Context: an optimization exercise on an open-source flow, tuned for small area, a short achievable clock period and few clock cycles per item. The choices shown serve that exercise and are no tape-out recipe. RTL that was checked went through simulation tests only; none was proved equivalent to the original. The RTL of runs 6 and 7 was laid out without a check of its function. Power is estimated from default activity; no workload was simulated.

<file path="design/flow/config.mk">
export PLATFORM = sky130hd
export DESIGN_NAME = pkt_lkp_top
export DESIGN_NICKNAME = pkt_lkp_top
export VERILOG_FILES = /design/flow/design.v
export SDC_FILE = /design/flow/constraint.sdc
export NUM_CORES = 4
export LEC_CHECK = 0
export CAP_MARGIN = 20
export CORE_MARGIN = 2
export CORE_UTILIZATION = 55
export CTS_CLUSTER_DIAMETER = 100
export CTS_CLUSTER_SIZE = 30
export SETUP_SLACK_MARGIN = 2.0
export SLEW_MARGIN = 20
export TNS_END_PERCENT = 100
</file>
<file path="design/flow/constraint.sdc">
create_clock -name core_clock -period 4.0 [get_ports {clk}]
set_input_delay 0.8000 -clock core_clock [delete_from_list [all_inputs] [get_ports {clk}]]
set_output_delay 0.8000 -clock core_clock [all_outputs]
set_load 0.01 [all_outputs]
</file>
<file path="design/flow/design.v">
`timescale 1ns/1ps
package pkt_lkp_pkg;
    localparam int LKP_INFO_W     = 20;
    localparam int ODR_ID_W       = 3;
    localparam int PAYLOAD_W      = 64;
    localparam int REQ_ID_W       = 10;
    localparam int ROB_DEPTH      = 8;
    localparam int ROB_IDX_W      = 3;
    localparam int LKP_FIFO_DEPTH = 4;
    localparam int LKP_FIFO_IDX_W = 2;
    localparam int PKT_META_W     = 1 + LKP_INFO_W + ODR_ID_W + 1;
    localparam int LKP_REQ_W      = LKP_INFO_W + REQ_ID_W;
    typedef logic [LKP_INFO_W-1:0] lkp_info_t;
    typedef logic [ODR_ID_W-1:0]   odr_id_t;
    typedef logic [PAYLOAD_W-1:0]  payload_t;
    typedef logic [REQ_ID_W-1:0]   req_id_t;
    typedef logic [ROB_IDX_W-1:0]  rob_idx_t;
    typedef struct packed {
        logic      lkp_en;
        lkp_info_t lkp_info;
        odr_id_t   odr_id;
        logic      so;
    } pkt_meta_t;
    typedef struct packed {
        lkp_info_t info;
        req_id_t   req_id;
    } lkp_req_t;
    typedef struct packed {
        lkp_info_t rslt;
        odr_id_t   odr_id;
        logic      so;
        payload_t  payload;
    } out_pkt_t;
endpackage
`timescale 1ns/1ps
module pkt_lkp_top
(
    input  logic      clk,
    input  logic      rst_i,
    input  logic      b2c_pkt_vld_i,
    input  logic      b2c_pkt_lkp_en_i,
    input  pkt_lkp_pkg::lkp_info_t b2c_pkt_lkp_info_i,
    input  pkt_lkp_pkg::odr_id_t   b2c_pkt_odr_id_i,
    input  logic      b2c_pkt_so_i,
    input  pkt_lkp_pkg::payload_t  b2c_pkt_payload_i,
    output logic      c2b_pkt_rdy_o,
    output logic      c2a_lkp_vld_o,
    output pkt_lkp_pkg::lkp_info_t c2a_lkp_info_o,
    output pkt_lkp_pkg::req_id_t   c2a_lkp_req_id_o,
    input  logic      a2c_lkp_rdy_i,
    input  logic      a2c_lkp_rsp_vld_i,
    input  pkt_lkp_pkg::req_id_t   a2c_lkp_rsp_id_i,
    input  pkt_lkp_pkg::lkp_info_t a2c_lkp_rslt_i,
    output logic      c2d_pkt_vld_o,
    output pkt_lkp_pkg::lkp_info_t c2d_pkt_lkp_rslt_o,
    output pkt_lkp_pkg::odr_id_t   c2d_pkt_odr_id_o,
    output logic      c2d_pkt_so_o,
    output pkt_lkp_pkg::payload_t  c2d_pkt_payload_o,
    input  logic      d2c_pkt_rdy_i
);
    localparam int RW = pkt_lkp_pkg::LKP_INFO_W;
    logic empty_q, full_d, done_d;
    logic req_q, req_d;
    logic leave;
    logic accept;
    assign leave         = c2d_pkt_vld_o && d2c_pkt_rdy_i;
    assign c2b_pkt_rdy_o = empty_q || leave;
    assign accept        = b2c_pkt_vld_i && c2b_pkt_rdy_o;
    assign c2a_lkp_vld_o    = req_q;
    assign c2a_lkp_info_o   = c2d_pkt_lkp_rslt_o;
    assign c2a_lkp_req_id_o = '0;
    always_comb
    begin
        req_d = req_q;
        if (accept && b2c_pkt_lkp_en_i)
            req_d = 1'b1;
        else if (a2c_lkp_rdy_i)
            req_d = 1'b0;
    end
    always_comb
    begin
        full_d = !empty_q;
        done_d = c2d_pkt_vld_o;
        if (accept)
        begin
            full_d = 1'b1;
            done_d = !b2c_pkt_lkp_en_i;
        end
        else
        begin
            if (leave)
                full_d = 1'b0;
            if (a2c_lkp_rsp_vld_i)
                done_d = 1'b1;
        end
    end
    always_ff @(posedge clk)
    begin
        if (rst_i)
        begin
            empty_q       <= 1'b1;
            c2d_pkt_vld_o <= 1'b0;
            req_q         <= 1'b0;
        end
        else
        begin
            empty_q       <= !full_d;
            c2d_pkt_vld_o <= full_d && done_d;
            req_q         <= req_d;
        end
    end
    logic          take_lkp;
    logic [RW-1:0] rslt_d;
    assign take_lkp = accept && b2c_pkt_lkp_en_i;
    assign rslt_d   = (b2c_pkt_lkp_info_i & {RW{take_lkp}}) |
                      (a2c_lkp_rslt_i & {RW{a2c_lkp_rsp_vld_i}});
    always_ff @(posedge clk)
    begin
        if (accept)
            {c2d_pkt_odr_id_o, c2d_pkt_so_o, c2d_pkt_payload_o} <=
                {b2c_pkt_odr_id_i, b2c_pkt_so_i, b2c_pkt_payload_i};
        if (accept || a2c_lkp_rsp_vld_i)
            c2d_pkt_lkp_rslt_o <= rslt_d;
    end
endmodule
</file>
<file path="design/flow/flow/run.sh">
#!/bin/bash
# Standard layout, with plain buffers on the ports and footprint-free resizing.
set -euo pipefail
bash standard.sh MATCH_CELL_FOOTPRINT=0 "BUFFER_PORTS_ARGS=-buffer_cell sky130_fd_sc_hd__buf_1" finish > make_finish.log 2>&1
</file>
<file path="design/flow/standard.sh">
#!/bin/bash
# synth_recipe.tcl (not shown) runs the flow's synth.tcl, then flattens the netlist and writes it again
# the make line also repeats each setting of config.mk as NAME=value (left out here)
make -C /OpenROAD-flow-scripts/flow DESIGN_CONFIG=/design/flow/config.mk WORK_HOME=/design/flow/orfs CLKGATE_MAP_FILE= SYNTH_SCRIPT=/design/flow/synth_recipe.tcl "${@:-finish}"
</file>
==> impl_metrics.ini, run 1 <==
[clocking]
htree_num_levels = 3
cts_hold_repair.buffers = 0
clock_path_buffers = 2
clk-insertion-delay-late_ps = 340
cts.sinks = 91
tritoncts = done
clk_root_buffer_cell = sky130_fd_sc_hd__clkbuf_8
cts.clk_slew.worst_paths_ps = 80
numCtsBuffers = 9

[sta]
max-slew-margin-rel_pct = 54.2
tightestPinTransition_ps = 687
slew_viol_final = 0
fin_setup_tns_ps = 0
achievable-frequency_mhz = 500
period_share_pct = 50.0
fin_worst_skew_ps = 12.4
final_period_minus_worst_setup_slack_ps = 2000
report.final.setup_viol = 0
grt_setup_unrepaired = true
minimum_hold_slack_ps = 481
timing.final.hold_violations = 0

[yosys]
synth_warnings = 1
synth_enable_flop_cells = 88
yosys-top-cells-count = 88 x sky130_fd_sc_hd__edfxtp_1, 30 x sky130_fd_sc_hd__buf_4, 20 x sky130_fd_sc_hd__a22o_1, 3 x sky130_fd_sc_hd__dfxtp_1
synth-async-reset-ratio_pct = 0
synth_sequential_area_ratio_pct = 83.9
ys_types = 18
synth_area_per_cell_um2 = 20.3
synth_area_leaders = sky130_fd_sc_hd__edfxtp_1 82%, sky130_fd_sc_hd__buf_4 7.0%, sky130_fd_sc_hd__a22o_1 5.4%, sky130_fd_sc_hd__dfxtp_1 1.9%, sky130_fd_sc_hd__buf_6 0.70%
post_synth_instance_area_um2 = 3220
dominantRegCellSynth = sky130_fd_sc_hd__edfxtp_1
yosys.area.top_type = sky130_fd_sc_hd__edfxtp_1
instance_count_of_the_mapped_netlist = 159
synth_top_area_share_pct = 82.0
number_of_storage_elements_in_the_synthesis_netlist = 91
most_frequent_cell_after_synthesis = sky130_fd_sc_hd__edfxtp_1

[routing]
via_per_inst = 4.64
detail_route.wirelength_um = 7070
final_antenna_net_count = 0
post_drt_wl_per_cell_um = 15.7
drt_iter0_markers = 172
number_of_remaining_drc_errors = 0
drt_first_pass_iters = 4
route.vias.total = 2098

[critical_path]
crit_slowest_cell = sky130_fd_sc_hd__a21oi_4
critical_path_peak_fanout = 3
wp_data_required_ps = 3200
critical_path.max_stage_delay_ps = 120
path_class = input pin to primary output
critPathArrivalTime_ps = 1200
timing.critical_path.from_type = input pin
crit_chain = buf_6 -> a21oi_4 -> inv_2 -> buf_6
worst_path_dominant_cell_family = buffers and inverters
critical_path.endpoint_type = primary output
worstPathBufferInverterCount = 3
critical_path.most_common_cell = sky130_fd_sc_hd__buf_6

[power_and_ir_drop]
max-vdd-ir-drop_v = 0.000246
p_leak_nw = 1.40
pwr_density_cell_nw_per_um2 = 450

[grt]
overflow = 0
grt_antenna_before_repair = 0
grt_pass1_vias = 1935
global_route.usage.total_pct = 21.3
grt_first_pass_wirelength_um = 9820
grt_start_max_net_pins = 43

[placement]
globalplace.congestion = 0.770
placed_cells_incl_taps = 432
hpwl_after_dpl_um = 5580
buffer_ports.inserted = 225

[floorplan]
placementRows = 27
ioPinCount = 246
core_um2 = 5570
die_w_um = 80.5
die_h_um = 80.5
initial_utilization_pct = 57.8
floorplan.die_area_um2 = 6490

[final_layout]
fraction_of_final_layout_cells_sized_beyond_drive_strength_1_pct = 7.11
flow.area_growth_from_synthesis_pct = 29.6
instances_no_fill = 452
antenna_fix_cells = 0
finalNetCount = 500

[run_status]
run_status = no timing/DRC/antenna violations

[worst_hold_path]
holdCritPathClass = flop to flop

[run]
drv.max_cap_violation_count = 0
## through the flow
| step | cell area (µm²) | utilization [%] | power, W | setup WS, ps |
|---|---|---|---|---|
| after detailed placement | 3950 | 70.9 | 0.00137 | 1600 |
| after CTS | 4160 | 74.6 | 0.00189 | 1970 |
| after global placement | 3950 | 70.9 | 0.00137 | 1630 |
| final | 4180 | 74.9 | 0.00188 | 2000 |
| after global routing | 4180 | 74.9 | 0.00195 | 1930 |
| after floorplan | 3270 | - | 0.00129 | 1780 |
## worst min-delay path, cell delays in order (launching register included)
cell and delay [ps]:
sky130_fd_sc_hd__dfxtp_1 320, sky130_fd_sc_hd__nand2b_1 70, sky130_fd_sc_hd__a21oi_1 60
## placed cells by master, fill, tap and decap left out, types with 2 or more instances in the layout
cell type	Yosys	final
sky130_fd_sc_hd__clkinvlp_4	0	3
sky130_fd_sc_hd__clkinv_1	0	2
sky130_fd_sc_hd__conb_1	1	10
sky130_fd_sc_hd__buf_1	0	222
sky130_fd_sc_hd__buf_6	2	3
sky130_fd_sc_hd__a22o_1	20	20
sky130_fd_sc_hd__dfxtp_1	3	3
sky130_fd_sc_hd__buf_4	30	4
sky130_fd_sc_hd__clkbuf_8	0	9
sky130_fd_sc_hd__edfxtp_1	88	88
sky130_fd_sc_hd__a21oi_1	2	2
## path summary, 6_finish.rpt
path,startpoint,slack [ps],end,cells after the start
min reg2reg,req_q$_SDFFE_PP0P_,480,req_q$_SDFFE_PP0P_,2
min,req_q$_SDFFE_PP0P_,480,req_q$_SDFFE_PP0P_,2
max,d2c_pkt_rdy_i,2000,c2b_pkt_rdy_o,4
max reg2reg,c2d_pkt_vld_o$_SDFF_PP0_,2230,c2d_pkt_payload_o[49]$_DFFE_PP_,5
## registers in the layout, indices dropped and copies added (netlist names)
| name | cells |
|---|---|
| empty_q | 1 |
| c2d_pkt_lkp_rslt_o | 20 |
| req_q | 1 |
| c2d_pkt_vld_o | 1 |
| c2d_pkt_odr_id_o | 3 |
| c2d_pkt_so_o | 1 |
| c2d_pkt_payload_o | 64 |
## layout make-up
class	instances	area [µm²]
well taps	72	90.1
fillers	401	1400
inverters	1	3.75
clock buffers	9	124
multi-input cells	42	305
clock inverters	7	43.8
flip-flops and latches	91	2700
repair buffers	230	907
## power by group
group	leakage, nW	internal (W)	total [W]	switching, W
logic	0.440	0.0000792	0.000210	0.000131
clock network	0.0767	0.000222	0.000523	0.000301
registers	0.884	0.00112	0.00115	0.0000232
## kinds of logic (layout without fill, tap and decap cells)
group	count (synthesis)	after routing	synth area share, %
buffers and inverters	35	247	8.04
and+or+nand+nor	7	7	1.44
AOI/OAI and AO/OA	25	25	6.52
DFF	91	91	83.9
other	1	10	0.116
## layer usage
metal  global-route usage [%]  vias up  share of wire (%)
li1                         -     1005                  -
met1                     24.5      932                 34
met2                     35.9      144                 52
met3                     5.84       17                 11
met4                     11.9        0                2.8
met5                        0        -                  0
## what timing repair did
item | in CTS | in global routing
pin swaps | 1 | 1
endpoints found under the hold margin | 0 | 0
endpoints found under the setup margin | 43 | 44
setup buffers | 3 | 1
gates resized for setup | 5 | 2
Testbench counts, summed over its fixed seeds: cycles 25,812, items 3,200.
==> run 2: changes to the inputs <==
--- a/design/flow/config.mk
+++ b/design/flow/config.mk
@@ -10,6 +10,6 @@
 export CORE_UTILIZATION = 55
 export CTS_CLUSTER_DIAMETER = 100
 export CTS_CLUSTER_SIZE = 30
-export SETUP_SLACK_MARGIN = 2.0
+export SETUP_SLACK_MARGIN = 2.2
 export SLEW_MARGIN = 20
 export TNS_END_PERCENT = 100
==> run 2 against run 1 <==
Effect of this change: still clean; via count is 1.4% higher; synthesized cell count is the same; sequential cell count unchanged; critical path depth stayed put; area after synthesis unchanged; clock-buffer cell count stayed put; sequential share of layout area shrank 0.23 points; sequential power barely moved; hold slack gained 0.66 ps; design area increased by 0.36%; final cell count increased by 0.44%; highest routed layer unchanged.
==> impl_metrics.ini, run 2 <==
[final_layout]
layout_commonest_cell = sky130_fd_sc_hd__buf_1
fraction_of_final_layout_cells_sized_beyond_drive_strength_1_pct = 7.85
largest_reg_flops = 64
final.fill_count = 405
finalNetCount = 502
finalCoreUtilization_pct = 75.2
instances_no_fill = 454
antenna_fix_cells = 0
flow.area_growth_from_synthesis_pct = 30.1
layout.cells.most_common_list = 222 x sky130_fd_sc_hd__buf_1, 88 x sky130_fd_sc_hd__edfxtp_1, 20 x sky130_fd_sc_hd__a22o_1

[yosys]
most_frequent_cell_after_synthesis = sky130_fd_sc_hd__edfxtp_1
synth_area_per_cell_um2 = 20.3
instance_count_of_the_mapped_netlist = 159
number_of_storage_elements_in_the_synthesis_netlist = 91
synth_top_area_share_pct = 82.0
synth_warnings = 1
synth_sequential_area_ratio_pct = 83.9
post_synth_instance_area_um2 = 3220
yosys.area.top_type = sky130_fd_sc_hd__edfxtp_1
ys_types = 18
synth_area_leaders = sky130_fd_sc_hd__edfxtp_1 82%, sky130_fd_sc_hd__buf_4 7.0%, sky130_fd_sc_hd__a22o_1 5.4%, sky130_fd_sc_hd__dfxtp_1 1.9%, sky130_fd_sc_hd__buf_6 0.70%
yosys-top-cells-count = 88 x sky130_fd_sc_hd__edfxtp_1, 30 x sky130_fd_sc_hd__buf_4, 20 x sky130_fd_sc_hd__a22o_1, 3 x sky130_fd_sc_hd__dfxtp_1
synth-async-reset-ratio_pct = 0
synth_enable_flop_cells = 88
dominantRegCellSynth = sky130_fd_sc_hd__edfxtp_1

[sta]
fin_worst_skew_ps = 10.2
minimum_hold_slack_ps = 482
slew_viol_final = 0
timing.final.hold_violations = 0
grt_setup_unrepaired = true
achievable-frequency_mhz = 500
fin_setup_tns_ps = 0
report.final.setup_viol = 0
period_share_pct = 50.0
layout_setup_ws_ps = 2000
final_period_minus_worst_setup_slack_ps = 2000

[routing]
route.vias.total = 2128
drt_iter0_markers = 113
final_antenna_net_count = 0
number_of_remaining_drc_errors = 0
post_drt_wl_per_cell_um = 16.1
detail_route.wirelength_um = 7310
drt_first_pass_iters = 4
via_per_inst = 4.69

[critical_path]
crit_slowest_cell = sky130_fd_sc_hd__a21oi_4
critPathArrivalTime_ps = 1200
path_class = input pin to primary output
wp_data_required_ps = 3200
critical_path.endpoint_type = primary output
crit_chain = buf_6 -> a21oi_4 -> inv_2 -> buf_6
worstPathBufferInverterCount = 3
critical_path.max_stage_delay_ps = 120
critical_path_peak_fanout = 3
timing.critical_path.from_type = input pin
worst_path_dominant_cell_family = buffers and inverters
critical_path.most_common_cell = sky130_fd_sc_hd__buf_6

[run_status]
run_status = no timing/DRC/antenna violations

[clocking]
cts.clk_slew.worst_paths_ps = 80
cts.sinks = 91
clk-insertion-delay-late_ps = 340
numCtsBuffers = 9
clock_path_buffers = 2
htree_num_levels = 3
clk_root_buffer_cell = sky130_fd_sc_hd__clkbuf_8
tritoncts = done

[floorplan]
floorplan.die_area_um2 = 6490
ioPinCount = 246
die_h_um = 80.5
placementRows = 27
initial_utilization_pct = 57.8
die_w_um = 80.5
core_um2 = 5570

[power_and_ir_drop]
p_leak_nw = 1.41
power.share.combinational_pct = 11.4
internal-power_w = 0.00143
max-vdd-ir-drop_v = 0.000247
power.share.clock_pct = 27.8
p_sw_w = 0.000457
portion_of_total_power_attributed_to_sequential_cells_pct = 60.8
p_sw_share_pct = 24.3
pwr_density_cell_nw_per_um2 = 449

[worst_hold_path]
holdCritPathClass = flop to flop

[placement]
placed_cells_incl_taps = 432
hpwl_after_dpl_um = 5580
buffer_ports.inserted = 225
post-place-ws_ps = 1600
globalplace.congestion = 0.770

[grt]
grt_antenna_before_repair = 0
global_route.usage.total_pct = 21.4
grt_pass1_vias = 1950
overflow = 0
grt_start_max_net_pins = 43
grt_first_pass_wirelength_um = 9850

[run]
drv.max_cap_violation_count = 0
==> run 2: cell counts after synthesis <==
No cell type changed its count.
==> run 2: final timing paths <==
path / startpoint / end / slack (ps) / depth (start not counted)
max: d2c_pkt_rdy_i / c2b_pkt_rdy_o / 2000 / 4
min: req_q$_SDFFE_PP0P_ / req_q$_SDFFE_PP0P_ / 480 / 2
max reg2reg: c2d_pkt_vld_o$_SDFF_PP0_ / c2d_pkt_lkp_rslt_o[1]$_DFFE_PP_ / 2310 / 7
min reg2reg: req_q$_SDFFE_PP0P_ / req_q$_SDFFE_PP0P_ / 480 / 2
==> run 2: metal layers <==
| metal | routed length [µm] | vias to the layer above | track usage, % |
|---|---|---|---|
| met1 | 2570 | 950 | 24.5 |
| li1 | - | 1013 | - |
| met5 | 0 | - | 0 |
| met4 | 233 | 0 | 11.9 |
| met3 | 787 | 21 | 5.84 |
| met2 | 3710 | 144 | 36.3 |
==> run 2: metrics by stage <==
step / instance area, µm² / power, W
6_report: 4190 / 0.00188
5_1_grt: 4190 / 0.00196
4_1_cts: 4170 / 0.00189
3_5_place_dp: 3950 / 0.00137
3_3_place_gp: 3950 / 0.00137
2_1_floorplan: 3270 / 0.00129
==> run 2: worst register-to-register path, delay by kind of cell, from the launching register on <==
family / cells / cell delay, ps
buffers and inverters: 4 / 460
DFF: 1 / 350
AOI/OAI and AO/OA: 2 / 390
and+or+nand+nor: 1 / 240
==> run 2: cell families (layout without fill, tap and decap cells) <==
| group | count (synthesis) | count (layout) | synth area share (%) |
|---|---|---|---|
| flops | 91 | 91 | 83.9 |
| simple gates | 7 | 9 | 1.44 |
| buf+inv | 35 | 247 | 8.04 |
| compound gates | 25 | 25 | 6.52 |
| other cells | 1 | 10 | 0.116 |
==> run 2: layout make-up <==
cell class | instances | area (µm²) | share of cell area [%]
Clock buffer | 9 | 124 | 2.96
Clock inverter | 7 | 43.8 | 1.04
Inverter | 1 | 3.75 | 0.0896
Multi-Input combinational cell | 44 | 322 | 7.67
Sequential cell | 91 | 2700 | 64.5
Tap cell | 72 | 90.1 | 2.15
Timing Repair Buffer | 230 | 906 | 21.6
==> run 2: power groups by stage <==
stage,clock network [W],registers (W),logic (W)
after global placement,0,0.00117,0.000201
after detailed placement,0,0.00117,0.000204
after CTS,0.000535,0.00115,0.000211
final,0.000523,0.00115,0.000214
after floorplan,0,0.00120,0.0000945
after global routing,0.000571,0.00115,0.000234
==> run 2: repair_timing <==
item,4_1_cts,5_1_grt
buffers inserted,3,1
gates cloned,0,2
pin swaps,1,2
hold buffers,0,0
setup endpoints to repair,64,63
resized for setup,8,1
endpoints found under the hold margin,0,0
==> run 3: changes to the inputs <==
--- a/design/flow/config.mk
+++ b/design/flow/config.mk
@@ -7,9 +7,9 @@
 export LEC_CHECK = 0
 export CAP_MARGIN = 20
 export CORE_MARGIN = 2
-export CORE_UTILIZATION = 55
+export CORE_UTILIZATION = 70
 export CTS_CLUSTER_DIAMETER = 100
 export CTS_CLUSTER_SIZE = 30
-export SETUP_SLACK_MARGIN = 2.2
+export SETUP_SLACK_MARGIN = 2.0
 export SLEW_MARGIN = 20
 export TNS_END_PERCENT = 100
==> run 3 against run 2 <==
Effect of this change: area after synthesis unchanged; register-to-register slack got worse by 230 ps; sequential power barely moved; global-route usage up 23 points; hold slack improved by 60 ps; clock power is 16% higher; critical path type unchanged; largest cell class unchanged; highest routed layer unchanged.
==> impl_metrics.ini, run 3 <==
[grt]
global_route.usage.total_pct = 43.9
overflow = 0
grt_start_max_net_pins = 36
grt_pass1_vias = 2581
grt_first_pass_wirelength_um = 15600
grt_antenna_before_repair = 0

[power_and_ir_drop]
p_leak_nw = 1.42
pwr_density_cell_nw_per_um2 = 483
max-vdd-ir-drop_v = 0.000323

[worst_hold_path]
timing.hold.worst_endpoint = req_q$_SDFFE_PP0P_
worst_hold_path_cells = 2
holdCritPathClass = flop to flop
min_from = req_q$_SDFFE_PP0P_

[yosys]
synth_top_area_share_pct = 82.0
ys_types = 18
synth_warnings = 1
dominantRegCellSynth = sky130_fd_sc_hd__edfxtp_1
post_synth_instance_area_um2 = 3220
synth_enable_flop_cells = 88
yosys.area.top_type = sky130_fd_sc_hd__edfxtp_1
synth_sequential_area_ratio_pct = 83.9
synth-async-reset-ratio_pct = 0
number_of_storage_elements_in_the_synthesis_netlist = 91
synth_area_per_cell_um2 = 20.3
instance_count_of_the_mapped_netlist = 159
yosys-top-cells-count = 88 x sky130_fd_sc_hd__edfxtp_1, 30 x sky130_fd_sc_hd__buf_4, 20 x sky130_fd_sc_hd__a22o_1, 3 x sky130_fd_sc_hd__dfxtp_1
synth_area_leaders = sky130_fd_sc_hd__edfxtp_1 82%, sky130_fd_sc_hd__buf_4 7.0%, sky130_fd_sc_hd__a22o_1 5.4%, sky130_fd_sc_hd__dfxtp_1 1.9%, sky130_fd_sc_hd__buf_6 0.70%
most_frequent_cell_after_synthesis = sky130_fd_sc_hd__edfxtp_1

[final_layout]
final.fill_count = 114
antenna_fix_cells = 0
largest_reg_flops = 64
fraction_of_final_layout_cells_sized_beyond_drive_strength_1_pct = 7.33
finalCoreUtilization_pct = 95.1
finalNetCount = 503
layout_commonest_cell = sky130_fd_sc_hd__buf_1
flow.area_growth_from_synthesis_pct = 29.5
layout.cells.most_common_list = 222 x sky130_fd_sc_hd__buf_1, 88 x sky130_fd_sc_hd__edfxtp_1, 20 x sky130_fd_sc_hd__a22o_1

[sta]
max-slew-margin-rel_pct = 44.0
report.final.setup_viol = 0
final_period_minus_worst_setup_slack_ps = 2040
grt_setup_unrepaired = true
slew_viol_final = 0
achievable-frequency_mhz = 491
timing.final.hold_violations = 0
fin_worst_skew_ps = 12.1
fin_setup_tns_ps = 0
period_share_pct = 50.9
tightestPinTransition_ps = 839

[routing]
drt_first_pass_iters = 5
route.vias.total = 2798
final_antenna_net_count = 0
number_of_remaining_drc_errors = 0
post_drt_wl_per_cell_um = 29.1
via_per_inst = 6.45
drt_iter0_markers = 391
detail_route.wirelength_um = 12600

[clocking]
clk-insertion-delay-late_ps = 350
numCtsBuffers = 9
clock_path_buffers = 2
cts.sinks = 91
tritoncts = done
cts.clk_slew.worst_paths_ps = 90
htree_num_levels = 3
clk_root_buffer_cell = sky130_fd_sc_hd__clkbuf_8

[critical_path]
path_class = input pin to primary output
critPathArrivalTime_ps = 1240
rrSetupSlack_ps = 2080
critical_path_peak_fanout = 3
critical_path.endpoint_type = primary output
worst_flop_to_flop_path_startpoint = c2d_pkt_vld_o$_SDFF_PP0_
worstReg2RegEnd = c2d_pkt_payload_o[58]$_DFFE_PP_
timing.critical_path.from_type = input pin
wp_data_required_ps = 3200
reg2reg_depth = 5

[floorplan]
ioPinCount = 246
core_um2 = 4380
initial_utilization_pct = 73.5
die_w_um = 71.8
placementRows = 24
floorplan.die_area_um2 = 5160
die_h_um = 71.8

[placement]
globalplace.congestion = 0.783
hpwl_after_dpl_um = 6660
buffer_ports.inserted = 225

[run]
drv.max_cap_violation_count = 0

[run_status]
run_status = no timing/DRC/antenna violations
## run 3: logic make-up after synthesis
kind of cell / synth area share [%]
and+or+nand+nor: 1.44
other: 0.116
buffers and inverters: 8.04
DFF: 83.9
AOI/OAI and AO/OA: 6.52
## run 3: layer usage
| metal | up-vias | share of wire [%] | track usage [%] |
|---|---|---|---|
| li1 | 1012 | - | - |
| met1 | 1227 | 27 | 46.6 |
| met2 | 433 | 50 | 74.5 |
| met3 | 126 | 15 | 15.9 |
| met4 | 0 | 8.7 | 27.0 |
| met5 | - | 0 | 0 |
## run 3: timing repair
item / 4_1_cts / 5_1_grt
setup buffers: 4 / 2
cloned: 1 / 1
resized for setup: 6 / 2
hold buffers: 0 / 0
endpoints found under the setup margin: 21 / 22
pin swaps: 1 / 2
## run 3: final cells by class
class	instances	area [µm²]	area share, %
Inverter	1	3.75	0.0900
Tap cell	52	65.1	1.56
Timing Repair Buffer	231	906	21.7
Sequential cell	91	2700	64.8
Multi-Input combinational cell	44	320	7.68
Clock buffer	11	131	3.15
Clock inverter	4	42.5	1.02
## run 3: worst max path at each step
stage / start / to / slack [ps] / cells after the start
final: d2c_pkt_rdy_i / c2b_pkt_rdy_o / 1960 / 4
after global placement: d2c_pkt_rdy_i / c2d_pkt_lkp_rslt_o[15]$_DFFE_PP_ / 1460 / 5
after floorplan: d2c_pkt_rdy_i / c2d_pkt_lkp_rslt_o[0]$_DFFE_PP_ / 1780 / 4
after CTS: d2c_pkt_rdy_i / c2b_pkt_rdy_o / 1960 / 4
after global routing: d2c_pkt_rdy_i / c2b_pkt_rdy_o / 1950 / 4
after detailed placement: d2c_pkt_rdy_i / c2d_pkt_lkp_rslt_o[15]$_DFFE_PP_ / 1420 / 5
## run 3: power breakdown
| part | switching (W) | internal [W] | leakage, nW |
|---|---|---|---|
| Combinational | 0.000169 | 0.0000806 | 0.450 |
| Sequential | 0.0000339 | 0.00112 | 0.884 |
| Clock | 0.000324 | 0.000282 | 0.0882 |
## run 3: worst max-delay path, cell delays in order
cell,delay (ps)
sky130_fd_sc_hd__buf_6,100
sky130_fd_sc_hd__a21oi_4,130
sky130_fd_sc_hd__inv_2,80
sky130_fd_sc_hd__buf_6,130
## run 3: metrics by stage
stage / worst slack, ps / hold slack, ps / area [µm²] / instances / power, W
after global placement: 1460 / 465 / 3920 / 411 / 0.00136
after CTS: 1960 / 484 / 4150 / 431 / 0.00195
after detailed placement: 1420 / 464 / 3920 / 411 / 0.00138
after global routing: 1950 / 548 / 4170 / 434 / 0.00204
after floorplan: 1780 / 487 / 3270 / 168 / 0.00129
final: 1960 / 542 / 4170 / 434 / 0.00201
==> run 4: changes to the inputs <==
--- a/design/flow/config.mk
+++ b/design/flow/config.mk
@@ -7,7 +7,7 @@
 export LEC_CHECK = 0
 export CAP_MARGIN = 20
 export CORE_MARGIN = 2
-export CORE_UTILIZATION = 70
+export CORE_UTILIZATION = 40
 export CTS_CLUSTER_DIAMETER = 100
 export CTS_CLUSTER_SIZE = 30
 export SETUP_SLACK_MARGIN = 2.0
==> run 4 against run 3 <==
Effect of this change: critical path depth unchanged; clock power is 2% higher; routed wire length is 42% lower; via count is 26% lower; still clean on timing, DRC and antenna; area after synthesis unchanged; largest power group unchanged.
==> impl_metrics.ini, run 4 <==
[grt]
grt_util_met3_pct = 5.22
grt_first_pass_wirelength_um = 9910
overflow = 0
grt_pass1_vias = 1981
met1_usage_pct = 17.3
grt-busiest-layer = met2
grt_start_max_net_pins = 49
global_route.usage.total_pct = 15.3
grt_antenna_before_repair = 0
met2_usage_pct = 26.4

[final_layout]
antenna_fix_cells = 0
flow.area_growth_from_synthesis_pct = 31.0
layout.cells.most_common_list = 222 x sky130_fd_sc_hd__buf_1, 88 x sky130_fd_sc_hd__edfxtp_1, 20 x sky130_fd_sc_hd__a22o_1
final.fill_count = 715
finalNetCount = 498
largest_reg_flops = 64
fraction_of_final_layout_cells_sized_beyond_drive_strength_1_pct = 7.14
layout_commonest_cell = sky130_fd_sc_hd__buf_1
final_cell_area_um2 = 4220

[critical_path]
critPathArrivalTime_ps = 1220
critical_path.endpoint_type = primary output
crit_chain = buf_6 -> a21oi_4 -> inv_2 -> buf_6
critical_path_peak_fanout = 4
path_class = input pin to primary output
wp_data_required_ps = 3200
critical_path.most_common_cell = sky130_fd_sc_hd__buf_6
reg2reg_depth = 4
crit_slowest_cell = sky130_fd_sc_hd__a21oi_4
worstPathBufferInverterCount = 3
worst_path_dominant_cell_family = buffers and inverters
worst_flop_to_flop_path_startpoint = c2d_pkt_vld_o$_SDFF_PP0_
worstSetupStartpoint = d2c_pkt_rdy_i
cp.depth = 4
rrSetupSlack_ps = 2160
critical_path.max_stage_delay_ps = 130
timing.critical_path.from_type = input pin

[yosys]
ys_types = 18
synth_enable_flop_cells = 88
synth_warnings = 1
synth_area_per_cell_um2 = 20.3
number_of_storage_elements_in_the_synthesis_netlist = 91
synth_top_area_share_pct = 82.0
synth_sequential_area_ratio_pct = 83.9
synth-async-reset-ratio_pct = 0
instance_count_of_the_mapped_netlist = 159
post_synth_instance_area_um2 = 3220
dominantRegCellSynth = sky130_fd_sc_hd__edfxtp_1
most_frequent_cell_after_synthesis = sky130_fd_sc_hd__edfxtp_1
yosys-top-cells-count = 88 x sky130_fd_sc_hd__edfxtp_1, 30 x sky130_fd_sc_hd__buf_4, 20 x sky130_fd_sc_hd__a22o_1, 3 x sky130_fd_sc_hd__dfxtp_1
yosys.area.top_type = sky130_fd_sc_hd__edfxtp_1
synth_area_leaders = sky130_fd_sc_hd__edfxtp_1 82%, sky130_fd_sc_hd__buf_4 7.0%, sky130_fd_sc_hd__a22o_1 5.4%, sky130_fd_sc_hd__dfxtp_1 1.9%, sky130_fd_sc_hd__buf_6 0.70%

[power_and_ir_drop]
internal-power_w = 0.00149
pwr_density_cell_nw_per_um2 = 466
power.share.combinational_pct = 10.6
p_sw_share_pct = 24.2
p_leak_nw = 1.41
p_sw_w = 0.000476
power.share.clock_pct = 31.3
power_w = 0.00197
portion_of_total_power_attributed_to_sequential_cells_pct = 58.1
max-vdd-ir-drop_v = 0.000229

[clocking]
cts_hold_repair.buffers = 0
tritoncts = done
cts.clk_slew.worst_paths_ps = 80
clk-insertion-delay-late_ps = 350
clk_root_buffer_cell = sky130_fd_sc_hd__clkbuf_8
numCtsBuffers = 9
htree_num_levels = 3
clock_path_buffers = 2
cts.sinks = 91

[placement]
globalplace.congestion = 0.691
detailed_place.area_um2 = 3990
hpwl_after_dpl_um = 5660
buffer_ports.inserted = 225
post-place-ws_ps = 1560

[routing]
number_of_remaining_drc_errors = 0
drt_iter0_markers = 62
drt_first_pass_iters = 4
detail_route.wirelength_um = 7270
route.vias.total = 2081
via_per_inst = 4.34
final_antenna_net_count = 0
post_drt_wl_per_cell_um = 15.1

[worst_hold_path]
min_from = req_q$_SDFFE_PP0P_
holdCritPathClass = flop to flop
worst_hold_path_cells = 2

[floorplan]
ioPinCount = 246
core_um2 = 7770
placementRows = 32
initial_utilization_pct = 41.5
die_h_um = 93.7
floorplan.die_area_um2 = 8790
die_w_um = 93.7

[sta]
minimum_hold_slack_ps = 490
slew_viol_final = 0
max-slew-margin-rel_pct = 59.7
tightestPinTransition_ps = 604
period_share_pct = 50.4
fin_setup_tns_ps = 0
layout_setup_ws_ps = 1980
final_period_minus_worst_setup_slack_ps = 2020
report.final.setup_viol = 0
fin_worst_skew_ps = 17.2
achievable-frequency_mhz = 496
timing.final.hold_violations = 0
grt_setup_unrepaired = true

[run]
drv.max_cap_violation_count = 0

[run_status]
run_status = no timing/DRC/antenna violations
==> run 4: final timing paths <==
| check | to |
|---|---|
| worst max-delay path | c2b_pkt_rdy_o |
| worst min-delay path | req_q$_SDFFE_PP0P_ |
| worst max register to register | c2d_pkt_lkp_rslt_o[12]$_DFFE_PP_ |
| worst min register to register | req_q$_SDFFE_PP0P_ |
==> run 4: routing by layer <==
| metal | vias up | wire (µm) |
|---|---|---|
| met3 | 7 | 762 |
| met2 | 142 | 3600 |
| met4 | 0 | 88 |
| li1 | 1000 | - |
| met5 | - | 0 |
| met1 | 932 | 2820 |
==> run 4: cells by family (layout without fill, tap and decap cells) <==
kind of cell | after synthesis | count (layout) | share of synthesized area (%)
flip-flops | 91 | 91 | 83.9
buffers and inverters | 35 | 245 | 8.04
AO/OA/AOI/OAI | 25 | 25 | 6.52
AND/OR/NAND/NOR | 7 | 7 | 1.44
other | 1 | 10 | 0.116
==> run 4: worst reg2reg max path, cell delays in order (launching register included) <==
cell and delay, ps:
sky130_fd_sc_hd__dfxtp_1 400, sky130_fd_sc_hd__a21oi_4 80, sky130_fd_sc_hd__inv_2 90, sky130_fd_sc_hd__and2_4 540, sky130_fd_sc_hd__or2_4 420
==> run 4: repair_timing <==
item                       4_1_cts  5_1_grt
resized for setup                5        2
setup buffers                    2        0
gates cloned                     0        0
pin swaps                        1        1
setup endpoints to repair       43       44
==> run 4: power by group through the flow <==
stage	clock, W	combinational, W	sequential, W
floorplan	0	0.0000945	0.00120
global placement	0	0.000206	0.00116
detailed placement	0	0.000208	0.00117
CTS	0.000632	0.000213	0.00115
global route	0.000668	0.000228	0.00115
finish	0.000616	0.000209	0.00114
==> run 4: area by class of cell <==
type / count / area, µm² / share of cell area (%)
clock buffers: 10 / 128 / 3.02
inverters: 1 / 3.75 / 0.0889
repair buffers: 228 / 883 / 20.9
clock inverters: 6 / 71.3 / 1.69
flip-flops and latches: 91 / 2700 / 64.0
multi-input cells: 42 / 305 / 7.23
well taps: 102 / 128 / 3.02
==> run 4: per-stage QoR <==
step / utilization, % / cells
after global routing: 54.3 / 480
after detailed placement: 51.4 / 462
after global placement: 51.4 / 462
final: 54.3 / 480
after floorplan: - / 168
after CTS: 54.3 / 480
==> run 5: changes to the inputs <==
--- a/design/flow/config.mk
+++ b/design/flow/config.mk
@@ -8,8 +8,8 @@
 export CAP_MARGIN = 20
 export CORE_MARGIN = 2
 export CORE_UTILIZATION = 40
-export CTS_CLUSTER_DIAMETER = 100
-export CTS_CLUSTER_SIZE = 30
+export CTS_CLUSTER_DIAMETER = 60
+export CTS_CLUSTER_SIZE = 45
 export SETUP_SLACK_MARGIN = 2.0
 export SLEW_MARGIN = 20
 export TNS_END_PERCENT = 100
==> run 5 against run 4 <==
Effect of this change: final cell count unchanged; core utilization unchanged; hold slack unchanged; routed wire length unchanged; combinational power about the same; sequential share of layout area unchanged; first-iteration DRC count unchanged; register-to-register slack about the same; critical path type unchanged.
==> impl_metrics.ini, run 5 <==
[sta]
grt_setup_unrepaired = true
period_share_pct = 50.4
achievable-frequency_mhz = 496
fin_worst_skew_ps = 17.2
final_period_minus_worst_setup_slack_ps = 2020
report.final.setup_viol = 0
tightestPinTransition_ps = 604
max-slew-margin-rel_pct = 59.7
fin_setup_tns_ps = 0
timing.final.hold_violations = 0
slew_viol_final = 0

[critical_path]
wp_data_required_ps = 3200
critical_path.endpoint_type = primary output
path_class = input pin to primary output
timing.critical_path.from_type = input pin
critPathArrivalTime_ps = 1220
critical_path_peak_fanout = 4

[grt]
grt_util_met3_pct = 5.22
met1_usage_pct = 17.3
grt-busiest-layer = met2
grt_pass1_vias = 1981
grt_first_pass_wirelength_um = 9910
met2_usage_pct = 26.4
overflow = 0
global_route.usage.total_pct = 15.3
grt_start_max_net_pins = 49
grt_antenna_before_repair = 0

[final_layout]
final_cell_area_um2 = 4220
fraction_of_final_layout_cells_sized_beyond_drive_strength_1_pct = 7.14
finalNetCount = 498
flow.area_growth_from_synthesis_pct = 31.0
antenna_fix_cells = 0
layout_commonest_cell = sky130_fd_sc_hd__buf_1
finalCoreUtilization_pct = 54.3
largest_reg_flops = 64
instances_no_fill = 480
layout.cells.most_common_list = 222 x sky130_fd_sc_hd__buf_1, 88 x sky130_fd_sc_hd__edfxtp_1, 20 x sky130_fd_sc_hd__a22o_1

[floorplan]
placementRows = 32
core_um2 = 7770
die_h_um = 93.7
die_w_um = 93.7
floorplan.die_area_um2 = 8790
ioPinCount = 246
initial_utilization_pct = 41.5

[yosys]
yosys-top-cells-count = 88 x sky130_fd_sc_hd__edfxtp_1, 30 x sky130_fd_sc_hd__buf_4, 20 x sky130_fd_sc_hd__a22o_1, 3 x sky130_fd_sc_hd__dfxtp_1
instance_count_of_the_mapped_netlist = 159
synth_area_leaders = sky130_fd_sc_hd__edfxtp_1 82%, sky130_fd_sc_hd__buf_4 7.0%, sky130_fd_sc_hd__a22o_1 5.4%, sky130_fd_sc_hd__dfxtp_1 1.9%, sky130_fd_sc_hd__buf_6 0.70%
post_synth_mux_area_share_pct = 0
synth_area_per_cell_um2 = 20.3
ys_types = 18
combinational_family_with_the_most_area_after_synthesis = buffers and inverters
yosys.area.top_type = sky130_fd_sc_hd__edfxtp_1
synth-compound-area-share_pct = 6.52
synth_top_area_share_pct = 82.0
xor_xnor_portion_of_the_synthesized_cell_area_pct = 0
dominantRegCellSynth = sky130_fd_sc_hd__edfxtp_1
synth_simple_gate_area_share_pct = 1.44
synth_sequential_area_ratio_pct = 83.9
synth-async-reset-ratio_pct = 0
synth_enable_flop_cells = 88
post_synth_instance_area_um2 = 3220
synth_warnings = 1
number_of_storage_elements_in_the_synthesis_netlist = 91
most_frequent_cell_after_synthesis = sky130_fd_sc_hd__edfxtp_1
yosys.area_share.adder_pct = 0

[clocking]
clk_root_buffer_cell = sky130_fd_sc_hd__clkbuf_8
clk-insertion-delay-late_ps = 350
numCtsBuffers = 9
cts.clk_slew.worst_paths_ps = 80
tritoncts = done
clock_path_buffers = 2
cts.sinks = 91
htree_num_levels = 3

[run]
drv.max_cap_violation_count = 0

[power_and_ir_drop]
power.share.combinational_pct = 10.6
portion_of_total_power_attributed_to_sequential_cells_pct = 58.1
max-vdd-ir-drop_v = 0.000229
pwr_density_cell_nw_per_um2 = 466
p_sw_share_pct = 24.2
p_sw_w = 0.000476
p_leak_nw = 1.41
power.share.clock_pct = 31.3
power_w = 0.00197
internal-power_w = 0.00149

[placement]
placed_cells_incl_taps = 462
buffer_ports.inserted = 225
globalplace.congestion = 0.691
hpwl_after_dpl_um = 5660
detailed_place.area_um2 = 3990

[run_status]
run_status = no timing/DRC/antenna violations

[routing]
drt_iter0_markers = 62
final_antenna_net_count = 0
detail_route.wirelength_um = 7270
via_per_inst = 4.34
route.vias.total = 2081
post_drt_wl_per_cell_um = 15.1
number_of_remaining_drc_errors = 0
drt_first_pass_iters = 4

[worst_hold_path]
holdCritPathClass = flop to flop
run 5: path summary, 6_finish.rpt:
path	to	startpoint	cells past startpoint	slack, ps
setup reg to reg	c2d_pkt_lkp_rslt_o[12]$_DFFE_PP_	c2d_pkt_vld_o$_SDFF_PP0_	4	2160
setup / recovery	c2b_pkt_rdy_o	d2c_pkt_rdy_i	4	1980
hold / removal	req_q$_SDFFE_PP0P_	req_q$_SDFFE_PP0P_	2	490
hold reg to reg	req_q$_SDFFE_PP0P_	req_q$_SDFFE_PP0P_	2	490
run 5: cell families (layout without fill, tap and decap cells):
logic type | count (synthesis) | count (layout)
AO/OA/AOI/OAI | 25 | 25
buffers and inverters | 35 | 245
other | 1 | 10
flip-flops | 91 | 91
AND/OR/NAND/NOR | 7 | 7
run 5: through the flow:
stage | hold WS (ps) | worst slack, ps
floorplan | 487 | 1780
global placement | 465 | 1610
detailed placement | 476 | 1560
CTS | 495 | 1970
global route | 528 | 1950
finish | 490 | 1980
run 5: cell type report:
| cell class | count | area (µm²) |
|---|---|---|
| clock buffers | 10 | 128 |
| clock inverters | 6 | 71.3 |
| fillers | 715 | 3550 |
| inverters | 1 | 3.75 |
| multi-input cells | 42 | 305 |
| flip-flops and latches | 91 | 2700 |
| well taps | 102 | 128 |
| repair buffers | 228 | 883 |
run 5: power by group through the flow:
stage          Sequential [W]  Combinational, W  Clock, W
3_3_place_gp          0.00116          0.000206         0
5_1_grt               0.00115          0.000228  0.000668
2_1_floorplan         0.00120         0.0000945         0
4_1_cts               0.00115          0.000213  0.000632
6_report              0.00114          0.000209  0.000616
3_5_place_dp          0.00117          0.000208         0
run 5: what timing repair did:
action / 4_1_cts / 5_1_grt
hold buffers: 0 / 0
pin swaps: 1 / 1
setup endpoints to repair: 43 / 44
buffers inserted: 2 / 0
gates resized for setup: 5 / 2
cloned: 0 / 0
run 5: routing by layer:
layer | routed length (µm) | vias up
li1 | - | 1000
met1 | 2820 | 932
met2 | 3600 | 142
met3 | 762 | 7
met4 | 88 | 0
met5 | 0 | -
run 5: critical path, stage by stage:
cell	delay, ps
sky130_fd_sc_hd__buf_6	100
sky130_fd_sc_hd__a21oi_4	130
sky130_fd_sc_hd__inv_2	70
sky130_fd_sc_hd__buf_6	120
==> run 6: changes to the inputs <==
--- a/design/flow/design.v
+++ b/design/flow/design.v
@@ -116,10 +116,10 @@
                       (a2c_lkp_rslt_i & {RW{a2c_lkp_rsp_vld_i}});
     always_ff @(posedge clk)
     begin
-        if (accept)
+        if (c2b_pkt_rdy_o)
             {c2d_pkt_odr_id_o, c2d_pkt_so_o, c2d_pkt_payload_o} <=
                 {b2c_pkt_odr_id_i, b2c_pkt_so_i, b2c_pkt_payload_i};
-        if (accept || a2c_lkp_rsp_vld_i)
+        if (c2b_pkt_rdy_o || a2c_lkp_rsp_vld_i)
             c2d_pkt_lkp_rslt_o <= rslt_d;
     end
 endmodule
--- a/design/flow/config.mk
+++ b/design/flow/config.mk
@@ -7,9 +7,9 @@
 export LEC_CHECK = 0
 export CAP_MARGIN = 20
 export CORE_MARGIN = 2
-export CORE_UTILIZATION = 40
-export CTS_CLUSTER_DIAMETER = 60
-export CTS_CLUSTER_SIZE = 45
+export CORE_UTILIZATION = 55
+export CTS_CLUSTER_DIAMETER = 100
+export CTS_CLUSTER_SIZE = 30
 export SETUP_SLACK_MARGIN = 2.0
 export SLEW_MARGIN = 20
 export TNS_END_PERCENT = 100
==> run 6 against run 5 <==
Effect of this change: highest routed layer unchanged; still clean; clock power up 4.2%; core utilization grew 21 points; worst setup slack got worse by 33 ps; combinational power is 12% higher.
==> impl_metrics.ini, run 6 <==
[routing]
drt_iter0_markers = 160
via_per_inst = 4.99
route.vias.total = 2244
post_drt_wl_per_cell_um = 17.7
final_antenna_net_count = 0
detail_route.wirelength_um = 7970
drt_first_pass_iters = 4
number_of_remaining_drc_errors = 0

[yosys]
synth_warnings = 1
synth_area_leaders = sky130_fd_sc_hd__edfxtp_1 81%, sky130_fd_sc_hd__buf_4 6.9%, sky130_fd_sc_hd__a32o_1 6.2%, sky130_fd_sc_hd__dfxtp_1 1.8%, sky130_fd_sc_hd__buf_6 0.69%
synth_sequential_area_ratio_pct = 83.2
instance_count_of_the_mapped_netlist = 159
dominantRegCellSynth = sky130_fd_sc_hd__edfxtp_1
most_frequent_cell_after_synthesis = sky130_fd_sc_hd__edfxtp_1
synth_enable_flop_cells = 88
number_of_storage_elements_in_the_synthesis_netlist = 91
post_synth_instance_area_um2 = 3250
synth_top_area_share_pct = 81.3
yosys-top-cells-count = 88 x sky130_fd_sc_hd__edfxtp_1, 30 x sky130_fd_sc_hd__buf_4, 20 x sky130_fd_sc_hd__a32o_1, 3 x sky130_fd_sc_hd__dfxtp_1
ys_types = 19
synth_area_per_cell_um2 = 20.4
yosys.area.top_type = sky130_fd_sc_hd__edfxtp_1
synth-async-reset-ratio_pct = 0

[final_layout]
flow.area_growth_from_synthesis_pct = 30.2
final.fill_count = 381
layout_commonest_cell = sky130_fd_sc_hd__buf_1
largest_reg_flops = 64
antenna_fix_cells = 0
fraction_of_final_layout_cells_sized_beyond_drive_strength_1_pct = 6.35
finalNetCount = 498
layout.cells.most_common_list = 223 x sky130_fd_sc_hd__buf_1, 88 x sky130_fd_sc_hd__edfxtp_1, 20 x sky130_fd_sc_hd__a32o_1

[power_and_ir_drop]
max-vdd-ir-drop_v = 0.000392
p_sw_share_pct = 23.1
portion_of_total_power_attributed_to_sequential_cells_pct = 57.1
power.share.clock_pct = 31.4
pwr_density_cell_nw_per_um2 = 483
power.share.combinational_pct = 11.4
p_leak_nw = 1.44
internal-power_w = 0.00157
p_sw_w = 0.000472

[grt]
grt_pass1_vias = 2176
overflow = 0
grt_antenna_before_repair = 0
grt_start_max_net_pins = 59
global_route.usage.total_pct = 23.9
grt_first_pass_wirelength_um = 11100

[critical_path]
critical_path.max_stage_delay_ps = 140
worst_flop_to_flop_path_startpoint = c2d_pkt_vld_o$_SDFF_PP0_
crit_slowest_cell = sky130_fd_sc_hd__a21oi_4
worstReg2RegEnd = c2d_pkt_lkp_rslt_o[18]$_DFFE_PP_
critical_path_peak_fanout = 2
timing.critical_path.from_type = input pin
rrSetupSlack_ps = 2210
critical_path.most_common_cell = sky130_fd_sc_hd__buf_6
wp_data_required_ps = 3200
crit_chain = buf_6 -> a21oi_4 -> clkinv_2 -> buf_6
critPathArrivalTime_ps = 1250
path_class = input pin to primary output
critical_path.endpoint_type = primary output
reg2reg_depth = 6

[sta]
period_share_pct = 51.3
fin_worst_skew_ps = 6.65
achievable-frequency_mhz = 488
final_period_minus_worst_setup_slack_ps = 2050
fin_setup_tns_ps = 0
report.final.setup_viol = 0
timing.final.hold_violations = 0
tightestPinTransition_ps = 815
max-slew-margin-rel_pct = 45.7
grt_setup_unrepaired = true
minimum_hold_slack_ps = 598
slew_viol_final = 0

[placement]
globalplace.congestion = 0.752
buffer_ports.inserted = 225
hpwl_after_dpl_um = 6140

[floorplan]
initial_utilization_pct = 57.9
die_h_um = 80.9
floorplan.die_area_um2 = 6540
die_w_um = 80.9
ioPinCount = 246
placementRows = 27
core_um2 = 5610

[clocking]
clk_root_buffer_cell = sky130_fd_sc_hd__clkbuf_8
cts.sinks = 91
clock_path_buffers = 2
clk-insertion-delay-late_ps = 340
numCtsBuffers = 9
tritoncts = done
htree_num_levels = 3
cts.clk_slew.worst_paths_ps = 80

[worst_hold_path]
holdCritPathClass = flop to flop
timing.hold.worst_endpoint = req_q$_SDFFE_PP0P_
min_from = req_q$_SDFFE_PP0P_
worst_hold_path_cells = 2

[run_status]
run_status = no timing/DRC/antenna violations

[run]
drv.max_cap_violation_count = 0
## run 6: cell count changes after synthesis, moves of 2 or more
cell,change
sky130_fd_sc_hd__a21oi_1,-2
sky130_fd_sc_hd__a22o_1,-20
sky130_fd_sc_hd__a32o_1,+20
sky130_fd_sc_hd__buf_2,+2
sky130_fd_sc_hd__or2_2,-2
## run 6: layout make-up
type / count / area (µm²) / share of cell area (%)
multi-input cells: 40 / 319 / 7.54
flip-flops and latches: 91 / 2700 / 63.9
repair buffers: 230 / 905 / 21.4
clock inverters: 5 / 77.6 / 1.83
well taps: 72 / 90.1 / 2.13
clock buffers: 11 / 131 / 3.11
inverters: 1 / 5.00 / 0.118
## run 6: critical path: cells and delay by family
family	cells	cell delay [ps]
buffers and inverters	3	320
AO/OA/AOI/OAI	1	140
## run 6: cell families after synthesis
logic type / count (synthesis) / share of synthesized area, %
AOI/OAI and AO/OA: 24 / 7.28
DFF: 91 / 83.2
buffers and inverters: 37 / 8.28
other: 1 / 0.115
and+or+nand+nor: 6 / 1.16
## run 6: metal layers
layer,vias to the layer above,track usage (%),share of wire (%)
met3,22,7.89,11
met1,1038,26.5,34
li1,1023,-,-
met5,-,0,0
met4,0,12.2,2.8
met2,161,41.0,52
## run 6: how the worst max path moves through the flow
| stage | start | endpoint | slack (ps) | depth (start not counted) |
|---|---|---|---|---|
| after detailed placement | d2c_pkt_rdy_i | c2d_pkt_lkp_rslt_o[18]$_DFFE_PP_ | 1520 | 6 |
| after CTS | d2c_pkt_rdy_i | c2b_pkt_rdy_o | 1920 | 4 |
| after floorplan | d2c_pkt_rdy_i | c2b_pkt_rdy_o | 1960 | 3 |
| after global placement | d2c_pkt_rdy_i | c2d_pkt_lkp_rslt_o[18]$_DFFE_PP_ | 1560 | 6 |
| final | d2c_pkt_rdy_i | c2b_pkt_rdy_o | 1950 | 4 |
| after global routing | d2c_pkt_rdy_i | c2b_pkt_rdy_o | 1920 | 4 |
## run 6: through the flow
step                utilization [%]  setup WS (ps)  cells  power, W  instance area, µm²
floorplan                         -           1960    168   0.00133                3300
global route                   75.4           1920    450   0.00211                4230
finish                         75.4           1950    450   0.00204                4230
detailed placement             71.0           1520    432   0.00142                3980
global placement               71.0           1560    432   0.00141                3980
CTS                            75.4           1920    450   0.00205                4230
## run 6: power groups by stage
stage | Combinational, W | Sequential (W) | Clock (W)
after global placement | 0.000225 | 0.00119 | 0
after detailed placement | 0.000229 | 0.00119 | 0
final | 0.000234 | 0.00117 | 0.000642
after CTS | 0.000235 | 0.00117 | 0.000651
after floorplan | 0.000100 | 0.00123 | 0
after global routing | 0.000254 | 0.00118 | 0.000682
## run 6: timing repair
action	CTS	global route
pin swaps	1	1
buffers inserted	2	0
hold buffers	0	0
resized for setup	8	1
endpoints found under the setup margin	33	33
==> run 7: changes to the inputs <==
--- a/design/flow/design.v
+++ b/design/flow/design.v
@@ -109,17 +109,15 @@
             req_q         <= req_d;
         end
     end
-    logic          take_lkp;
-    logic [RW-1:0] rslt_d;
-    assign take_lkp = accept && b2c_pkt_lkp_en_i;
-    assign rslt_d   = (b2c_pkt_lkp_info_i & {RW{take_lkp}}) |
-                      (a2c_lkp_rslt_i & {RW{a2c_lkp_rsp_vld_i}});
     always_ff @(posedge clk)
     begin
-        if (c2b_pkt_rdy_o)
+        if (accept)
+        begin
             {c2d_pkt_odr_id_o, c2d_pkt_so_o, c2d_pkt_payload_o} <=
                 {b2c_pkt_odr_id_i, b2c_pkt_so_i, b2c_pkt_payload_i};
-        if (c2b_pkt_rdy_o || a2c_lkp_rsp_vld_i)
-            c2d_pkt_lkp_rslt_o <= rslt_d;
+            c2d_pkt_lkp_rslt_o <= b2c_pkt_lkp_info_i & {RW{b2c_pkt_lkp_en_i}};
+        end
+        else if (a2c_lkp_rsp_vld_i)
+            c2d_pkt_lkp_rslt_o <= a2c_lkp_rslt_i;
     end
 endmodule
--- a/design/flow/config.mk
+++ b/design/flow/config.mk
@@ -5,9 +5,10 @@
 export SDC_FILE = /design/flow/constraint.sdc
 export NUM_CORES = 4
 export LEC_CHECK = 0
+export ABC_AREA = 1
 export CAP_MARGIN = 20
 export CORE_MARGIN = 2
-export CORE_UTILIZATION = 55
+export CORE_UTILIZATION = 40
 export CTS_CLUSTER_DIAMETER = 100
 export CTS_CLUSTER_SIZE = 30
 export SETUP_SLACK_MARGIN = 2.0
==> run 7 against run 6 <==
Effect of this change: area after synthesis up 4.8%; register-to-register slack better by 30 ps; hold slack worse by 120 ps; synthesized cell count up 30%; worst setup slack better by 80 ps; total power down 2.9%; clock skew about the same; critical endpoint unchanged; largest power group unchanged.
==> impl_metrics.ini, run 7 <==
[sta]
period_share_pct = 49.3
grt_setup_unrepaired = true
achievable-frequency_mhz = 507
tightestPinTransition_ps = 872
report.final.setup_viol = 0
slew_viol_final = 0
max-slew-margin-rel_pct = 41.8
final_period_minus_worst_setup_slack_ps = 1970
fin_worst_skew_ps = 6.31
timing.final.hold_violations = 0
fin_setup_tns_ps = 0

[routing]
route.vias.total = 2292
via_per_inst = 4.33
number_of_remaining_drc_errors = 0
drt_iter0_markers = 69
detail_route.wirelength_um = 7660
final_antenna_net_count = 0
post_drt_wl_per_cell_um = 14.5
drt_first_pass_iters = 4

[yosys]
synth_sequential_area_ratio_pct = 79.4
post_synth_mux_area_share_pct = 0
dominantRegCellSynth = sky130_fd_sc_hd__edfxtp_1
synth-async-reset-ratio_pct = 0
synth-compound-area-share_pct = 5.29
yosys-top-cells-count = 88 x sky130_fd_sc_hd__edfxtp_1, 43 x sky130_fd_sc_hd__nand2_1, 30 x sky130_fd_sc_hd__buf_4, 20 x sky130_fd_sc_hd__o21ai_2
synth_area_leaders = sky130_fd_sc_hd__edfxtp_1 78%, sky130_fd_sc_hd__buf_4 6.6%, sky130_fd_sc_hd__o21ai_2 5.1%, sky130_fd_sc_hd__nand2_1 4.7%, sky130_fd_sc_hd__dfxtp_1 1.8%
yosys.area.top_type = sky130_fd_sc_hd__edfxtp_1
instance_count_of_the_mapped_netlist = 206
xor_xnor_portion_of_the_synthesized_cell_area_pct = 0
synth_enable_flop_cells = 88
synth_top_area_share_pct = 77.6
yosys.area_share.adder_pct = 0
number_of_storage_elements_in_the_synthesis_netlist = 91
post_synth_instance_area_um2 = 3410
synth_simple_gate_area_share_pct = 6.47
most_frequent_cell_after_synthesis = sky130_fd_sc_hd__edfxtp_1
synth_area_per_cell_um2 = 16.5
ys_types = 17
combinational_family_with_the_most_area_after_synthesis = buffers and inverters
synth_warnings = 1

[final_layout]
fraction_of_final_layout_cells_sized_beyond_drive_strength_1_pct = 11.1
layout_commonest_cell = sky130_fd_sc_hd__buf_1
final.fill_count = 740
finalNetCount = 544
flow.area_growth_from_synthesis_pct = 29.6
finalCoreUtilization_pct = 53.7
antenna_fix_cells = 0
final_cell_area_um2 = 4410
largest_reg_flops = 64
layout.cells.most_common_list = 223 x sky130_fd_sc_hd__buf_1, 88 x sky130_fd_sc_hd__edfxtp_1, 43 x sky130_fd_sc_hd__nand2_1

[grt]
grt_first_pass_wirelength_um = 10100
overflow = 0
global_route.usage.total_pct = 15.2
grt_start_max_net_pins = 71
grt_antenna_before_repair = 0
grt_pass1_vias = 2077

[floorplan]
initial_utilization_pct = 41.4
die_h_um = 96.3
core_um2 = 8220
placementRows = 33
ioPinCount = 246
die_w_um = 96.3
floorplan.die_area_um2 = 9270

[critical_path]
worst_path_dominant_cell_family = buffers and inverters
worstPathBufferInverterCount = 2
critPathArrivalTime_ps = 1170
crit_chain = buf_1 -> nand2_2 -> nand2_4 -> buf_6
critical_path.max_stage_delay_ps = 110
timing.critical_path.from_type = input pin
rrSetupSlack_ps = 2240
path_class = input pin to primary output
critical_path_peak_fanout = 5
crit_slowest_cell = sky130_fd_sc_hd__nand2_4
critical_path.endpoint_type = primary output
wp_data_required_ps = 3200

[worst_hold_path]
holdCritPathClass = flop to flop

[clocking]
cts_hold_repair.buffers = 0
numCtsBuffers = 9
htree_num_levels = 3
tritoncts = done
cts.sinks = 91
cts.clk_slew.worst_paths_ps = 90
clk_root_buffer_cell = sky130_fd_sc_hd__clkbuf_8
clk-insertion-delay-late_ps = 350
clock_path_buffers = 2

[power_and_ir_drop]
p_sw_share_pct = 26.9
pwr_density_cell_nw_per_um2 = 450
p_leak_nw = 1.53
power.share.combinational_pct = 12.1
internal-power_w = 0.00145
portion_of_total_power_attributed_to_sequential_cells_pct = 57.9
power.share.clock_pct = 30.0
power_w = 0.00198
p_sw_w = 0.000534
max-vdd-ir-drop_v = 0.000149

[placement]
hpwl_after_dpl_um = 5700
globalplace.congestion = 0.654
detailed_place.area_um2 = 4150
buffer_ports.inserted = 225

[run]
drv.max_cap_violation_count = 0

[run_status]
run_status = no timing/DRC/antenna violations
run 7: cell types whose count changed after synthesis, sizes merged, moves of 4 or more:
cell,before,now
a32o,20,0
inv,1,5
nand2,1,46
o21ai,0,20
run 7: cells by family after synthesis:
family                 Yosys count
DFF                             91
AOI/OAI and AO/OA               21
buffers and inverters           41
other                            1
and+or+nand+nor                 52
run 7: per-layer routing:
metal,part of all wire (%),GRT usage (%),vias up
met4,0.99,6.43,0
met2,49,25.3,146
met5,0,0,-
met3,13,5.95,7
li1,-,-,1108
met1,36,17.5,1031
run 7: path summary, 6_finish.rpt:
path,from,to,cells past startpoint
setup reg to reg,c2d_pkt_vld_o$_SDFF_PP0_,c2d_pkt_lkp_rslt_o[9]$_DFFE_PP_,6
setup / recovery,d2c_pkt_rdy_i,c2b_pkt_rdy_o,4
hold reg to reg,req_q$_SDFFE_PP0P_,req_q$_SDFFE_PP0P_,2
hold / removal,req_q$_SDFFE_PP0P_,req_q$_SDFFE_PP0P_,2
run 7: per-stage QoR:
stage / hold WS (ps) / setup WS [ps] / cells
floorplan: 481 / 2030 / 215
global placement: 472 / 1400 / 509
detailed placement: 461 / 1380 / 509
CTS: 482 / 2020 / 525
global route: 515 / 1990 / 529
finish: 476 / 2030 / 529
run 7: worst min-delay path, stage by stage (launching register included):
cell                      delay, ps
sky130_fd_sc_hd__dfxtp_1        320
sky130_fd_sc_hd__nand2_1         60
sky130_fd_sc_hd__a21oi_1         50
run 7: repair_timing:
action | CTS | global route
setup endpoints to repair | 21 | 21
endpoints found under the hold margin | 0 | 0
gates cloned | 0 | 1
setup buffers | 0 | 3
resized for setup | 7 | 1
pin swaps | 0 | 3
run 7: cell type report:
type                    count  area [µm²]  area share (%)
clock inverters             6        57.6            1.30
inverters                   5        45.0            1.02
multi-input cells          84         460            10.4
flip-flops and latches     91        2700            61.2
repair buffers            228         888            20.1
clock buffers              10         128            2.89
well taps                 105         131            2.98
run 7: power by group through the flow:
stage	Combinational [W]	Clock (W)	Sequential (W)
detailed placement	0.000232	0	0.00117
global route	0.000269	0.000654	0.00116
global placement	0.000229	0	0.00117
floorplan	0.000123	0	0.00120
CTS	0.000237	0.000609	0.00115
finish	0.000241	0.000595	0.00115

[separate check: timing with driven ports]
How much do the figures lean on ideal ports? The routed layouts below were timed once more, with nothing changed but the port constraints. Step 1: set_driving_cell puts a clkbuf_16 on clk and a buf_2 on each other input, an assumption about the parent block. Step 2 also shifts input and output timing later by t, the mid clock arrival at the registers, as if the neighbouring blocks saw the same clock. Slacks: no drivers / after step 1 / after step 2; pairs: no drivers / after step 1.
| run | shift t [ns] | slack for setup (ns) | hold slack, ns | worst setup path after step 2 |
|---|---|---|---|---|
| run 1 | 0.363 | 2.001 / 1.951 / 1.721 | 0.481 / 0.481 / 0.481 | input to register |
| run 2 | 0.363 | 2.001 / 1.950 / 1.762 | 0.482 / 0.482 / 0.482 | input to register |
| run 3 | 0.370 | 1.962 / 1.919 / 1.641 | 0.542 / 0.542 / 0.542 | input to register |
| run 4 | 0.373 | 1.982 / 1.933 / 1.644 | 0.490 / 0.490 / 0.490 | input to register |
| run 5 | 0.373 | 1.982 / 1.933 / 1.644 | 0.490 / 0.490 / 0.490 | input to register |
| run 6 | 0.369 | 1.950 / 1.918 / 1.680 | 0.598 / 0.598 / 0.598 | input to register |
| run 7 | 0.380 | 2.029 / 1.981 / 1.681 | 0.476 / 0.476 / 0.476 | input to register |
After both steps setup and hold are still met in every run listed. For run 7, which loses most, drivers alone change the setup slack by -0.048 ns; drivers and shift together by -0.348 ns.
